From an optimization exercise on the open Yosys and OpenROAD flow, aimed at small area, a short achievable clock period and few clock cycles per item; shortcuts taken in it are not production practice. The RTL was checked by simulation tests, not by an equivalence proof against the original design.

Setup of run X:
==> flow/design.v (excerpt) <==
module elgamal32_sign_verify_unit (
  input  wire logic                          clk,
  input  wire logic                          rst,
  input  wire logic                          psel,
  input  wire logic                          penable,
  input  wire logic                          pwrite,
  input  wire logic [3:0]                    paddr,
  input  wire logic [31:0]                   pwdata,
  output logic [31:0]                        prdata,
  output logic                               pready,
  input  wire logic                          req_valid,
  output logic                               req_stall,
  input  wire logic [128:0]                  req_word,
  output logic                               rsp_valid,
  input  wire logic                          rsp_stall,
  output logic [65:0]                        rsp_word
);
  localparam int NS = 40;
  localparam int I_IDLE = 0;
  localparam int I_ACC = 1;
  localparam int I_OUT = 2;
  localparam int I_EX_FETCH = 3;
  localparam int I_EX_DEC = 4;
  localparam int I_EX_SQ = 5;
  localparam int I_EX_MUL = 6;
  localparam int I_EX_END = 7;
  localparam int I_EX_CVT = 8;
  localparam int I_EX_FIX = 9;
  localparam int I_PC_GH = 10;
  localparam int I_PC_GG = 11;
  localparam int I_SG_GRED = 12;
  localparam int I_SG_A = 13;
  localparam int I_SG_KRED = 14;
  localparam int I_SG_KR2 = 15;
  localparam int I_SG_EX0 = 16;
  localparam int I_SG_KF = 17;
  localparam int I_SG_HR0 = 18;
  localparam int I_SG_HF = 19;
  localparam int I_SG_HRED = 20;
  localparam int I_SG_HR2 = 21;
  localparam int I_SG_U = 22;
  localparam int I_SG_T1 = 23;
  localparam int I_SG_T2 = 24;
  localparam int I_SG_NF1 = 25;
  localparam int I_SG_NF2 = 26;
  localparam int I_SG_S0 = 27;
  localparam int I_SG_S = 28;
  localparam int I_SG_FIN = 29;
  localparam int I_VF_R2 = 30;
  localparam int I_VF_R2B = 31;
  localparam int I_VF_HRED = 32;
  localparam int I_VF_HR2 = 33;
  localparam int I_VF_ARED = 34;
  localparam int I_VF_HA0 = 35;
  localparam int I_VF_HA = 36;
  localparam int I_VF_L = 37;
  localparam int I_VF_GRED = 38;
  localparam int I_VF_CMP = 39;
  ...
Size: ~7500 cells after synthesis, roughly 620 flip-flops, roughly 270 I/O pins, ~62000 µm² of cells after synthesis.
export LEC_CHECK = 0
export CAP_MARGIN = 20
export CORE_MARGIN = 2
export CORE_UTILIZATION = 40
export CTS_BUF_LIST = sky130_fd_sc_hd__clkbuf_8
export CTS_CLUSTER_SIZE = 40
export SETUP_SLACK_MARGIN = 4
export SLEW_MARGIN = 20
create_clock -name core_clock -period 10.0 [get_ports {clk}]
run.sh (not shown) runs the stock make flow with config.mk's settings and CLKGATE_MAP_FILE= SYNTH_SCRIPT=/design/flow/synth_recipe.tcl, a recipe that flattens the netlist after the stock synthesis.
No stage failed in run X, and the final checks on the layout all came back clean.
Testbench counts of run X, summed over its fixed seeds: cycles 174,278, items 320.
Here is what was changed in the inputs of run F compared with run X.
--- a/flow/design.v
+++ b/flow/design.v
@@ -62,26 +62,22 @@
   output logic             cin_next
 );
   logic [37:0] ss, cc, bb, mag, xr, yr;
   logic [37:0] s1, m1, c1, s2, m2, c2;
   logic        xneg;
   logic [2:0]  lo;
   always_comb begin
     ss = {{2{s[35]}}, s};
     cc = {{2{c[35]}}, c};
     bb = {{4{b[33]}}, b};
-    case (d)
-      3'b001, 3'b010, 3'b101, 3'b110: mag = bb;
-      3'b011, 3'b100:                 mag = {bb[36:0], 1'b0};
-      default:                        mag = 38'd0;
-    endcase
-    xneg = d[2] & ~(d[1] & d[0]);
+    mag  = ({38{d[0]}} & bb) | ({38{d[1]}} & {bb[36:0], 1'b0});
+    xneg = d[2];
     xr   = xneg ? ~mag : mag;
     case (q)
       2'd1:    yr = {6'd0, p};
       2'd2:    yr = {5'd0, p, 1'b0};
       2'd3:    yr = ~{6'd0, p[31:1], 1'b0};   
       default: yr = 38'd0;
     endcase
     s1 = ss ^ cc ^ xr;
     m1 = (ss & cc) | (ss & xr) | (cc & xr);
     c1 = {m1[36:0], xneg};
@@ -138,26 +134,22 @@
   logic [5:0] l1;
   logic [1:0] w1;
   logic [3:0] yc [4];
   logic [5:0] f1, g1, f2, f3, g3, f4, f5, g5, f6;
   logic [5:0] h1 [4];
   logic [5:0] h2 [4];
   logic [5:0] l2 [4];
   logic [1:0] w2 [4];
   logic [1:0] q2c [4];
   always_comb begin
-    case (d0)
-      3'b001, 3'b010, 3'b101, 3'b110: mag0 = b;
-      3'b011, 3'b100:                 mag0 = {b[4:0], 1'b0};
-      default:                        mag0 = 6'd0;
-    endcase
-    n0 = d0[2] & ~(d0[1] & d0[0]);
+    mag0 = ({6{d0[0]}} & b) | ({6{d0[1]}} & {b[4:0], 1'b0});
+    n0   = d0[2];
     x0 = n0 ? ~mag0 : mag0;
     case (q0)
       2'd1:    y0 = p;
       2'd2:    y0 = {p[4:0], 1'b0};
       2'd3:    y0 = ~{p[5:1], 1'b0};
       default: y0 = 6'd0;
     endcase
     case (d1)
       3'b001, 3'b010, 3'b101, 3'b110: mag1 = b[3:0];
       3'b011, 3'b100:                 mag1 = {b[2:0], 1'b0};
@@ -204,20 +196,30 @@
       q2c[k] = p[1] ? w2[k] : (2'd0 - w2[k]);
     end
     case (q1)
       2'd0:    q2 = q2c[0];
       2'd1:    q2 = q2c[1];
       2'd2:    q2 = q2c[2];
       default: q2 = q2c[3];
     endcase
   end
 endmodule
+module elg_booth_dec (
+  input  wire logic [2:0] w,
+  output logic      [2:0] dd
+);
+  always_comb begin
+    dd[0] = w[1] ^ w[0];
+    dd[1] = (w == 3'b011) || (w == 3'b100);
+    dd[2] = w[2] & ~(w[1] & w[0]);
+  end
+endmodule
 `default_nettype wire
 `default_nettype none
 module elgamal32_sign_verify_unit (
   input  wire logic                          clk,
   input  wire logic                          rst,
   input  wire logic                          psel,
   input  wire logic                          penable,
   input  wire logic                          pwrite,
   input  wire logic [3:0]                    paddr,
   input  wire logic [31:0]                   pwdata,
@@ -433,22 +435,24 @@
     .q        (mq),
     .s        (R),
     .c        (C),
     .cin      (cin),
     .b        (B),
     .p        (p),
     .s_next   (s_mid),
     .c_next   (c_mid),
     .cin_next (cin_mid)
   );
+  logic [2:0] dd2, dd_ld, dd_st;
+  elg_booth_dec u_bd2 (.w(A[3:1]), .dd(dd2));
   elg_mont_step u_mont2 (
-    .d        (A[3:1]),
+    .d        (dd2),
     .q        (q_mid),
     .s        (s_mid),
     .c        (c_mid),
     .cin      (cin_mid),
     .b        (B),
     .p        (p),
     .s_next   (s_next),
     .c_next   (c_next),
     .cin_next (cin_next)
   );
@@ -464,20 +468,22 @@
     .p   (p[5:0]),
     .q1  (q_mid),
     .q2  (q_nx)
   );
   logic [36:0] t_sum1;
   assign t_sum1 = {s_mid, 1'b1} + {c_mid, cin_mid};
   assign t_sum  = t_sum1[36:1];
   assign un    = mm ? t_sum : {4'b0000, r_next};
   logic [1:0] q_first;
   logic [1:0] a_lo, b_lo;
+  elg_booth_dec u_bdl (.w({a_lo, 1'b0}), .dd(dd_ld));
+  elg_booth_dec u_bds (.w(A[5:3]), .dd(dd_st));
   elg_mont_q u_qf (
     .d  ({a_lo, 1'b0}),
     .b  (b_lo),
     .s   (2'b00),
     .c   (2'b00),
     .cin (1'b0),
     .p1 (p[1]),
     .q  (q_first)
   );
   logic [31:0] f1, f2;
@@ -1025,21 +1031,21 @@
         V1_n    = V2;
         V2_n    = {2'b00, (eu_take ? eu_sub[31:0] : V1[31:0])};
         V3_n    = {2'b00, E};
         E_n     = eu_take ? eu_add : V3[31:0];
         neg_n   = ~neg;
         eu_ph_n = 1'b0;
       end
     end
     C_n   = gl ? 36'd0 : ((gbusy & mm & ~glast) ? c_next : C);
     cin_n = gl ? 1'b0 : ((gbusy & mm & ~glast) ? cin_next : cin);
-    md_n    = gl ? {a_lo, 1'b0} : ((gbusy & mm & ~glast) ? A[5:3] : md);
+    md_n    = gl ? dd_ld : ((gbusy & mm & ~glast) ? dd_st : md);
     mq_n    = gl ? q_first : ((gbusy & mm & ~glast) ? q_nx : mq);
     glast_n = gbusy_n & (gcnt_n == 7'd0);
   end
   always_ff @(posedge clk) begin
     R      <= R_n;
     C      <= C_n;
     cin    <= cin_n;
     A      <= A_n;
     B      <= B_n;
     M      <= M_n;
Notes after the runs:
Weighted congestion at the end of routability-driven global placement in run F vs run X: up about 4.7%
Against run X, run F reports a total met2 wirelength after detailed routing that is lower.
Measured against each other, run F and run X differ in clock-buffer cell count, the lower figure coming from run F.
The maximum fanout along the worst path of run F exceeds that of run X by 26.
Going from run X to run F, number of instances in the placed design decreased about 0.7%, area growth from synthesis to layout shows a reduction of 2.3 points.
Compared run F against run X; initial standard-cell utilization of the core within noise.
Looking at run F and run X, the share of the final layout cell area in multi-input gates is a wash.
Delta (run F minus run X): number of global-route vias before repair lost 2.1%.
Testbench counts of run F, summed over its fixed seeds: cycles 174,278, items 320.

## re-timing with driven ports
How much do the figures lean on ideal ports? The routed layouts below were timed once more, with nothing changed but the port constraints.
Step 1: set_driving_cell puts a clkbuf_16 on clk and a buf_2 on each other input, an assumption about the parent block.
Step 2, shift: input delay + t, output delay - t, t = (earliest + latest rising clock arrival at the registers) / 2. This alone moves slack from input paths to output paths.
a / b / c = ideal ports / drivers / drivers and shift; a / b = the first two.
run | t (ns) | slack for setup (ns) | hold slack, ns | worst slew at a driven data input, ns | cell pins on the clock port's net
run X | 0.983 | 3.805 / 3.805 / 3.805 | 0.455 / 0.455 / 0.455 | 0.14 | 1
run F | 0.990 | 3.971 / 3.971 / 3.789 | 0.459 / 0.459 / 0.459 | 0.10 | 1
After both steps setup and hold are still met in every run listed. For run F, which loses most, drivers alone change the setup slack by 0.000 ns; drivers and shift together by -0.182 ns.
